This design comes from an exercise in tuning for a short achievable clock period and few clock cycles on the open sky130 flow, not from production work.
No functional check of the RTL was part of this run.
Power and IR drop assume default switching activity.

==> flow/design.v <==
package rv32i_isa_pkg;
  typedef logic [32-1:0] rv32i_word;
  typedef logic [$clog2(32)-1:0] rv32i_reg;
  typedef logic [3:0] byte_mask;   
  typedef enum logic [6:0] {
    op_lui   = 7'b0110111,
    op_load  = 7'b0000011,
    op_store = 7'b0100011,
    op_imm   = 7'b0010011,
    op_reg   = 7'b0110011
  } rv32i_opcode_e;
  typedef enum logic [2:0] {
    f3_add  = 3'b000,   
    f3_sll  = 3'b001,
    f3_slt  = 3'b010,
    f3_sltu = 3'b011,
    f3_xor  = 3'b100,
    f3_sr   = 3'b101,   
    f3_or   = 3'b110,
    f3_and  = 3'b111
  } arith_funct3_e;
  typedef enum logic [2:0] {
    mem_word = 3'b010
  } mem_width_e;
  typedef enum logic [3:0] {
    alu_add, alu_sub, alu_sll, alu_slt, alu_sltu,
    alu_xor, alu_srl, alu_sra, alu_or, alu_and
  } alu_op_e;
endpackage
package pipe_pkg;
  typedef enum logic [1:0] {wb_alu, wb_imm, wb_load} wb_sel_e;
  typedef enum logic [1:0] {fwd_none, fwd_mem, fwd_wrb} fwd_sel_e;
  typedef struct packed {
    logic      valid;
    logic [31:0] pc;
    logic [31:0] instr;
  } fetch_word_t;
  typedef struct packed {
    logic          valid;
    logic [6:0]   opcode;
    logic [4:0]   rs1;
    logic [4:0]   rs2;
    logic [4:0]   rd;
    logic          has_rd;
    logic [3:0]    alu_op;
    logic          use_imm;   
    logic [31:0] imm;
    logic          mem_read;
    logic          mem_write;
    wb_sel_e       wb_sel;
    logic [31:0] rs1_data;
    logic [31:0] rs2_data;
  } exe_ctrl_t;
  typedef struct packed {
    logic      valid;
    logic [4:0] rd;
    logic      has_rd;
    logic      mem_read;
    logic      mem_write;
    wb_sel_e   wb_sel;
    logic [31:0] alu_out;   
    logic [31:0] imm;
    logic [31:0] store_data;
  } mem_ctrl_t;
  typedef struct packed {
    logic      valid;
    logic [4:0] rd;
    logic      has_rd;
    logic [31:0] result;
  } wrb_ctrl_t;
endpackage
module ks_add32 (
  input  logic [31:0] a,
  input  logic [31:0] b,
  input  logic        cin,
  output logic [31:0] sum,
  output logic        cout
);
  logic [31:0] p;
  logic [31:0] gl [0:5];
  logic [31:0] pl [0:5];
  assign p = a ^ b;
  always_comb begin
    gl[0] = a & b;
    gl[0][0] = (a[0] & b[0]) | (p[0] & cin);
    pl[0] = p;
    for (int k = 1; k <= 5; k++) begin
      for (int i = 0; i < 32; i++) begin
        if (i >= (1 << (k - 1))) begin
          gl[k][i] = gl[k-1][i] | (pl[k-1][i] & gl[k-1][i - (1 << (k - 1))]);
          pl[k][i] = pl[k-1][i] & pl[k-1][i - (1 << (k - 1))];
        end else begin
          gl[k][i] = gl[k-1][i];
          pl[k][i] = pl[k-1][i];
        end
      end
    end
  end
  assign sum  = p ^ {gl[5][30:0], cin};
  assign cout = gl[5][31];
endmodule
module cpu_pipeline (
  input  logic                     clk,
  input  logic                     rst,
  input  logic                     instr_mem_resp,
  input  rv32i_isa_pkg::rv32i_word instr_mem_rdata,
  input  logic                     data_mem_resp,
  input  rv32i_isa_pkg::rv32i_word data_mem_rdata,
  output logic                     instr_read,
  output rv32i_isa_pkg::rv32i_word instr_mem_address,
  output logic                     data_read,
  output logic                     data_write,
  output rv32i_isa_pkg::byte_mask  data_mbe,
  output rv32i_isa_pkg::rv32i_word data_mem_address,
  output rv32i_isa_pkg::rv32i_word data_mem_wdata
);
  logic [29:0] pc;           
  logic        fetch_on;     
  logic        d_valid;      
  logic [31:0] d_instr;
  logic        e_wr;         
  logic        e_load;
  logic        e_store;
  logic [4:0]  e_rd;
  logic [31:0] e_a;          
  logic [31:0] e_b;          
  logic [31:0] e_sd;         
  logic        e_fa;         
  logic        e_fb;         
  logic        e_fsd;        
  logic        e_fsd_ld;     
  logic        e_sub;        
  logic        e_arith;      
  logic        e_sel_add, e_sel_sll, e_sel_sr, e_sel_slt, e_sel_sltu;
  logic        e_sel_xor, e_sel_or, e_sel_and, e_sel_lui;
  logic        m_rdreq;
  logic        m_wrreq;
  logic        m_wr;
  logic        m_load;
  logic [4:0]  m_rd;
  logic [31:0] m_res;        
  logic [31:0] m_sd;
  logic        w_wr;
  logic [4:0]  w_rd;
  logic [31:0] w_res;
  logic [31:0] rf [1:32-1];
  logic        rst_q;
  assign instr_read        = fetch_on;
  assign instr_mem_address = {pc, 2'b00};
  assign data_read         = m_rdreq;
  assign data_write        = m_wrreq;
  assign data_mbe          = {4{m_rdreq | m_wrreq}};
  assign data_mem_address  = {m_res[31:2], 2'b00};
  assign data_mem_wdata    = m_sd;
  logic m_stall;     
  logic load_stall;  
  logic if_load;     
  assign m_stall = (m_rdreq | m_wrreq) & ~(data_mem_resp & instr_mem_resp);
  logic [6:0] opc;
  logic [2:0] f3;
  logic [4:0] rs1, rs2, rd;
  logic       is_lui, is_imm, is_op, is_ld, is_st, is_alu;
  logic       uses1, uses2, uses2_alu, dwr;
  logic [31:0] imm;
  assign opc = d_instr[6:0];
  assign f3  = d_instr[14:12];
  assign rs1 = d_instr[19:15];
  assign rs2 = d_instr[24:20];
  assign rd  = d_instr[11:7];
  assign is_lui = d_valid && opc == 7'b0110111;
  assign is_imm = d_valid && opc == 7'b0010011;
  assign is_op  = d_valid && opc == 7'b0110011;
  assign is_ld  = d_valid && opc == 7'b0000011 && f3 == 3'b010;
  assign is_st  = d_valid && opc == 7'b0100011 && f3 == 3'b010;
  assign is_alu = is_imm || is_op;
  assign uses1     = is_alu || is_ld || is_st;
  assign uses2_alu = is_op;
  assign uses2     = is_op || is_st;
  assign dwr       = (is_lui || is_alu || is_ld) && rd != 5'd0;
  always_comb begin
    if (is_lui)     imm = {d_instr[31:12], 12'b0};
    else if (is_st) imm = {{20{d_instr[31]}}, d_instr[31:25], d_instr[11:7]};
    else            imm = {{20{d_instr[31]}}, d_instr[31:20]};
  end
  logic e_hit1, e_hit2, m_hit1, m_hit2, w_hit1, w_hit2;
  assign e_hit1 = e_wr && e_rd == rs1;
  assign e_hit2 = e_wr && e_rd == rs2;
  assign m_hit1 = m_wr && m_rd == rs1;
  assign m_hit2 = m_wr && m_rd == rs2;
  assign w_hit1 = w_wr && w_rd == rs1;
  assign w_hit2 = w_wr && w_rd == rs2;
  assign load_stall = e_load && ((uses1 && e_hit1) || (uses2_alu && e_hit2));
  logic [31:0] m_fwd;
  logic [31:0] rf1, rf2, v1, v2;
  assign m_fwd = m_load ? data_mem_rdata : m_res;
  assign rf1 = (rs1 == 5'd0) ? 32'd0 : rf[rs1];
  assign rf2 = (rs2 == 5'd0) ? 32'd0 : rf[rs2];
  assign v1 = m_hit1 ? m_fwd : w_hit1 ? w_res : rf1;
  assign v2 = m_hit2 ? m_fwd : w_hit2 ? w_res : rf2;
  assign if_load = !d_valid || (!m_stall && !load_stall);
  always_ff @(posedge clk) begin
    if (rst) begin
      pc       <= 30'(32'h8000_0000 >> 2);
      fetch_on <= 1'b0;
      d_valid  <= 1'b0;
    end else begin
      fetch_on <= 1'b1;
      if (if_load) begin
        d_valid <= fetch_on && instr_mem_resp;
        if (fetch_on && instr_mem_resp) pc <= pc + 30'd1;
      end
    end
  end
  always_ff @(posedge clk) begin
    if (if_load) d_instr <= instr_mem_rdata;
  end
  always_ff @(posedge clk) begin
    if (rst) begin
      e_wr    <= 1'b0;
      e_load  <= 1'b0;
      e_store <= 1'b0;
    end else if (!m_stall) begin
      e_wr    <= dwr && !load_stall;
      e_load  <= is_ld && !load_stall;
      e_store <= is_st && !load_stall;
    end
  end
  always_ff @(posedge clk) begin
    if (!m_stall) begin
      e_rd       <= rd;
      e_a        <= v1;
      e_b        <= (is_op) ? v2 : imm;
      e_sd       <= v2;
      e_fa       <= uses1 && e_hit1;
      e_fb       <= uses2_alu && e_hit2;
      e_fsd      <= is_st && e_hit2 && !e_load;
      e_fsd_ld   <= is_st && e_hit2 && e_load;
      e_sub      <= (is_op && f3 == 3'b000 && d_instr[30]) ||
                    (is_alu && (f3 == 3'b010 || f3 == 3'b011));
      e_arith    <= d_instr[30];
      e_sel_add  <= (is_alu && f3 == 3'b000) || is_ld || is_st;
      e_sel_sll  <= is_alu && f3 == 3'b001;
      e_sel_slt  <= is_alu && f3 == 3'b010;
      e_sel_sltu <= is_alu && f3 == 3'b011;
      e_sel_xor  <= is_alu && f3 == 3'b100;
      e_sel_sr   <= is_alu && f3 == 3'b101;
      e_sel_or   <= is_alu && f3 == 3'b110;
      e_sel_and  <= is_alu && f3 == 3'b111;
      e_sel_lui  <= is_lui;
    end
  end
  logic [31:0] op_a, op_b, sum, shl, shr, res, sd;
  logic        cout, slt, sltu;
  assign op_a = e_fa ? m_res : e_a;
  assign op_b = e_fb ? m_res : e_b;
  ks_add32 u_add (.a(op_a), .b(op_b ^ {32{e_sub}}), .cin(e_sub), .sum(sum), .cout(cout));
  assign slt  = (op_a[31] ^ op_b[31]) ? op_a[31] : sum[31];
  assign sltu = !cout;
  assign shl  = op_a << op_b[4:0];
  assign shr  = 32'($signed({e_arith & op_a[31], op_a}) >>> op_b[4:0]);
  assign res = ({32{e_sel_add}}  & sum) |
               ({32{e_sel_sll}}  & shl) |
               ({32{e_sel_sr}}   & shr) |
               ({32{e_sel_slt}}  & {31'd0, slt}) |
               ({32{e_sel_sltu}} & {31'd0, sltu}) |
               ({32{e_sel_xor}}  & (op_a ^ op_b)) |
               ({32{e_sel_or}}   & (op_a | op_b)) |
               ({32{e_sel_and}}  & (op_a & op_b)) |
               ({32{e_sel_lui}}  & e_b);
  assign sd = e_fsd_ld ? data_mem_rdata : e_fsd ? m_res : e_sd;
  always_ff @(posedge clk) begin
    if (rst) begin
      m_rdreq <= 1'b0;
      m_wrreq <= 1'b0;
      m_wr    <= 1'b0;
      m_load  <= 1'b0;
    end else if (!m_stall) begin
      m_rdreq <= e_load;
      m_wrreq <= e_store;
      m_wr    <= e_wr;
      m_load  <= e_load;
    end
  end
  always_ff @(posedge clk) begin
    if (!m_stall) begin
      m_rd  <= e_rd;
      m_res <= res;
      m_sd  <= sd;
    end
  end
  always_ff @(posedge clk) begin
    if (rst) w_wr <= 1'b0;
    else     w_wr <= m_wr && !m_stall;
  end
  always_ff @(posedge clk) begin
    w_rd  <= m_rd;
    w_res <= m_fwd;
  end
  always_ff @(posedge clk) rst_q <= rst;
  always_ff @(posedge clk) begin
    if (rst_q) begin
      for (int i = 1; i < 32; i++) rf[i] <= '0;
    end else if (w_wr) begin
      rf[w_rd] <= w_res;
    end
  end
endmodule
==> flow/run.sh <==
#!/bin/bash
# synth_recipe.tcl (not shown) runs the flow's synth.tcl, then flattens the netlist and writes it again
# the make line also repeats each setting of config.mk as NAME=value (left out here)
make -C /OpenROAD-flow-scripts/flow DESIGN_CONFIG=/design/flow/config.mk WORK_HOME=/design/flow/orfs CLKGATE_MAP_FILE= SYNTH_SCRIPT=/design/flow/synth_recipe.tcl finish
==> flow/config.mk <==
export PLATFORM = sky130hd
export DESIGN_NAME = cpu_pipeline
export DESIGN_NICKNAME = cpu_pipeline
export VERILOG_FILES = /design/flow/design.v
export SDC_FILE = /design/flow/constraint.sdc
export NUM_CORES = 4
export LEC_CHECK = 0
export ABC_CLOCK_PERIOD_IN_PS = 3000
export CAP_MARGIN = 20
export CORE_MARGIN = 2
export CORE_UTILIZATION = 40
export SETUP_SLACK_MARGIN = 3.0
export SLEW_MARGIN = 20
==> flow/constraint.sdc <==
create_clock -name core_clock -period 6.5 [get_ports {clk}]
set_input_delay 1.3000 -clock core_clock [delete_from_list [all_inputs] [get_ports {clk}]]
set_output_delay 1.3000 -clock core_clock [all_outputs]
set_load 0.01 [all_outputs]
==> results.txt <==
[kinds of logic after synthesis]
kind of cell / synth area share
AND/OR/NAND/NOR: 0.119
flip-flops: 0.519
multiplexers: 0.242
buffers and inverters: 0.0381
AO/OA/AOI/OAI: 0.0552
adder cells (fa/ha/maj): 0.0164
XOR/XNOR: 0.0110
other: 0.0000499
[registers in the layout, indices dropped and copies added (netlist names), 5 cells and up, named ones only]
signal   flops
w_rd         5
e_rd         5
pc          30
e_sd        32
m_rd         5
rf        1024
e_a         32
w_res       32
m_sd        32
m_res       32
d_instr     32
e_b         32
[metal layers]
metal  global-route usage  vias to the layer above  routed length, um
li1                     -                    20669                  -
met1                0.345                    25767             100000
met2                0.467                     2528             133000
met3               0.0494                      623              21700
met4                0.134                        2              15600
met5                    0                        -                 11
[worst paths after layout]
kind / startpoint / to / slack, ns / cells after the start
min: e_store / m_wrreq / 0.47 / 2
max: e_fb / m_res[30] / 2.60 / 17
min reg2reg: e_store / m_wrreq / 0.47 / 2
max reg2reg: e_fb / m_res[30] / 2.60 / 17
[power breakdown]
part	total (mW)	switching (mW)	internal, mW
logic	3.15	1.80	1.35
clock network	8.49	3.58	4.91
registers	9.92	0.251	9.67
total	21.6	5.63	15.9
[metrics by stage]
stage	std cells	hold slack, ns	total power [mW]
2_1_floorplan	5391	0.408	11.7
3_3_place_gp	7669	0.439	12.9
3_5_place_dp	7669	0.432	12.9
4_1_cts	8016	0.467	21.5
5_1_grt	8058	0.480	22.1
6_report	8064	0.470	21.6
[final cells by class]
class	count	area [um^2]	share of cell area
inverters	119	487	0.00562
diodes	7	17.5	0.000202
multi-input cells	3399	34600	0.399
repair buffers	455	4520	0.0522
repair inverters	2	18.8	0.000217
flip-flops and latches	1328	39100	0.451
clock inverters	67	742	0.00856
well taps	2495	3120	0.0360
clock buffers	192	4050	0.0467
[Yosys cell counts, types with 7 or more instances]
cell type	n	area, um^2
sky130_fd_sc_hd__edfxtp_1	1241	37300
sky130_fd_sc_hd__or3_1	15	93.8
sky130_fd_sc_hd__a22o_1	12	105
sky130_fd_sc_hd__o21a_1	7	52.6
sky130_fd_sc_hd__ha_1	97	1210
sky130_fd_sc_hd__nand2b_1	8	50.1
sky130_fd_sc_hd__mux2i_1	287	2870
sky130_fd_sc_hd__o31ai_1	7	52.6
sky130_fd_sc_hd__inv_1	114	428
sky130_fd_sc_hd__xor2_1	32	280
sky130_fd_sc_hd__a21o_1	32	240
sky130_fd_sc_hd__nand3b_1	7	52.6
sky130_fd_sc_hd__a31oi_1	10	62.6
sky130_fd_sc_hd__o21bai_1	11	82.6
sky130_fd_sc_hd__a21boi_0	24	180
sky130_fd_sc_hd__a22oi_1	15	113
sky130_fd_sc_hd__a211o_1	7	61.3
sky130_fd_sc_hd__xnor2_1	62	543
sky130_fd_sc_hd__buf_1	39	146
sky130_fd_sc_hd__and2_1	1008	6310
sky130_fd_sc_hd__o2111ai_1	13	114
sky130_fd_sc_hd__nor2_1	149	559
sky130_fd_sc_hd__buf_6	10	113
sky130_fd_sc_hd__nor3_1	21	105
sky130_fd_sc_hd__a221o_1	13	130
sky130_fd_sc_hd__buf_2	69	345
sky130_fd_sc_hd__and3_1	17	106
sky130_fd_sc_hd__a221oi_1	48	420
sky130_fd_sc_hd__clkbuf_1	379	1420
sky130_fd_sc_hd__or2_2	34	213
sky130_fd_sc_hd__a2bb2oi_1	8	70.1
sky130_fd_sc_hd__buf_4	49	368
sky130_fd_sc_hd__a21oi_1	155	776
sky130_fd_sc_hd__dfxtp_1	87	1740
sky130_fd_sc_hd__a211oi_1	18	135
sky130_fd_sc_hd__o21ai_0	160	801
sky130_fd_sc_hd__nor4_1	13	81.3
sky130_fd_sc_hd__nand3_1	49	245
sky130_fd_sc_hd__mux4_2	643	14500
sky130_fd_sc_hd__nand2_1	213	800
sky130_fd_sc_hd__mux2_2	64	721
sky130_fd_sc_hd__o211ai_1	34	255
[critical path, stage by stage (launching register included)]
cell and delay (ns):
sky130_fd_sc_hd__edfxtp_1 0.51, sky130_fd_sc_hd__buf_6 0.19, sky130_fd_sc_hd__buf_12 0.14, sky130_fd_sc_hd__buf_8 0.14, sky130_fd_sc_hd__mux2i_4 0.19, sky130_fd_sc_hd__xnor2_1 0.16
sky130_fd_sc_hd__ha_1 0.38, sky130_fd_sc_hd__buf_4 0.16, sky130_fd_sc_hd__nand3_1 0.07, sky130_fd_sc_hd__nand2_1 0.06, sky130_fd_sc_hd__a311o_2 0.42, sky130_fd_sc_hd__o2111ai_4 0.33
sky130_fd_sc_hd__a31oi_4 0.19, sky130_fd_sc_hd__buf_4 0.18, sky130_fd_sc_hd__buf_6 0.10, sky130_fd_sc_hd__o21ai_2 0.17, sky130_fd_sc_hd__mux2i_1 0.09, sky130_fd_sc_hd__a21o_1 0.16
[repair_timing]
action                     4_1_cts  5_1_grt
gates cloned                     7        5
resized for setup              194       96
pin swaps                       58       43
buffers inserted                81       36
setup endpoints to repair      795      182
==> results.txt <==
The run finished with no timing, DRC or antenna violations. The total iterations of the first detailed-routing run came out at 6. The average wire per cell in the routed design came out at 33.5 um.

The number of maximum-capacitance violations is 0. The clock period could shrink to 3.90 ns. Setup repair after global routing could not meet its margin everywhere. The detailed-route wire length is 271,000 um. In this run the worst hold path is classified as reg -> reg.

For the worst setup path, the data arrival time is 4.46 ns. The top cell types in the final layout, fill and taps aside, are 1,241 x sky130_fd_sc_hd__edfxtp_1, 1,003 x sky130_fd_sc_hd__and2_1, 643 x sky130_fd_sc_hd__mux4_2. The overall via count from detail_route came out at 49,589. The aggregate global routing overflow came out at 0.

At the end of routability-driven placement, the weighted congestion stood at 1.02. The overall track demand over capacity in global routing is 0.277. The final critical-path share of the clock period is 0.600. The maximum frequency from static timing analysis came out at 256 MHz. For the final database, setup skew stands at 0.0341 ns.

The fraction of the yosys area taken by sequential cells came out at 0.519. The count of synthesis-stage warnings from yosys is 4. The iteration-0 DRC count of the detailed router came out at 5,682.

The count of port buffers added during placement is 166. The element type at the critical path start is a flop. The initial antenna violation count came out at 9.

For this design the top-level I/O count stands at 171. The clock transition at the registers of the reported paths is 0.07 ns. The count of final hold-check violations is 0. The HPWL after detailed placement came out at 170,000 um. Synthesis produced a netlist whose cell count is 5,388. The number of global-route vias before repair is 49,833. The floorplan die height is 437 um. The slew at the pin with the worst max-slew slack came out at 1.18 ns. After layout, the worst setup slack is 2.60 ns.

The final-report setup violation count is 0. Power spread over the standard cell area amounts to 249 nW/um^2. The floorplan has 159 rows. The max-slew headroom at the worst pin is 0.214. STA classifies the critical path endpoint as a flop. The count of hold buffers inserted by post-cts repair came out at 0. The leading cell type in the layout, fill and taps excluded is sky130_fd_sc_hd__edfxtp_1. The maximum fanout along the worst path is 5. The relative area change from synthesis to final layout came out at 15.3%.

The final count of pins violating max slew is 0. Summing every instance area after synthesis gives 75,100 um^2. The final sum of negative setup slack is 0 ns. In this run the horizontal extent of the chip is 437 um.

The filler cell count in the final layout is 16,286. After detailed routing, the number of vias per cell comes to 6.15. The number of enable-type register cells in the synthesized netlist came out at 1,241.

The netlist uses 88 different library cells. The initial utilization of the core area, before any placement, comes to 0.401. The total leakage power came out at 31.2 nW.

The number of storage elements in the synthesis netlist is 1,328. The first global-routing pass estimated 377,000 um of wire. The post-placement setup slack is 1.88 ns. The average size of a mapped cell came out at 13.9 um^2.

The source-to-sink clock delay at the later pin of the worst-skew pair is 0.81 ns. The worst path required time is 7.05 ns. No sink is reached through more buffers than the 3 on the longest clock path.

The post-route core utilization came out at 0.463. In the synthesized netlist the dominant register cell turns out to be sky130_fd_sc_hd__edfxtp_1. The tree is rooted in a sky130_fd_sc_hd__clkbuf_16. The finished cells cover 86,600 um^2. The placement-stage cell area came out at 79,400 um^2. The area of the die came out at 191,000 um^2.

Clock tree synthesis inserted a total of 148 buffers. The final antenna-violating net count came out at 0. The level count of the clock H-tree came out at 4.

TritonCTS built the clock tree. The number of clock sinks came out at 1,328. The area of the placeable core came out at 187,000 um^2. The largest voltage drop on the vdd net came out at 0.259 mV.

For this run, asynchronously set or reset flops after synthesis account for 0. The proportion of layout cells with a drive suffix above 1 came out at 0.268. The largest net degree at the start of global routing came out at 91.

The DRC violations left came out at 0. The worst setup path is of the reg -> reg kind. The net count of the finished layout is 5,619.

-- separate check: timing with driven ports --
How much do the figures lean on ideal ports? The routed layout below was timed once more, with nothing changed but the port constraints. Step 1 sets driving cells, clkbuf_16 on the clock port and buf_2 on the other inputs (assumed; they add their load-dependent delay and slew). Step 2 adds t to the input delays and takes it off the output delays; t is the mean of the earliest and latest rising clock arrival at the registers after step 1. Input paths then give back, and output paths get back, about the clock's delay inside the block. Three values: no drivers, after step 1, after step 2; two values: the first two.
shift t [ns]: 0.877
setup WS [ns]: 2.598 / 2.598 / 2.422
hold WS [ns]: 0.470 / 0.470 / 0.470
worst data-port slew with drivers (ns): 0.14
pins driven straight from the clock port: 1
After both steps this run still meets setup and hold. The setup slack of this run moves by 0.000 ns with the drivers and by -0.176 ns with both steps.
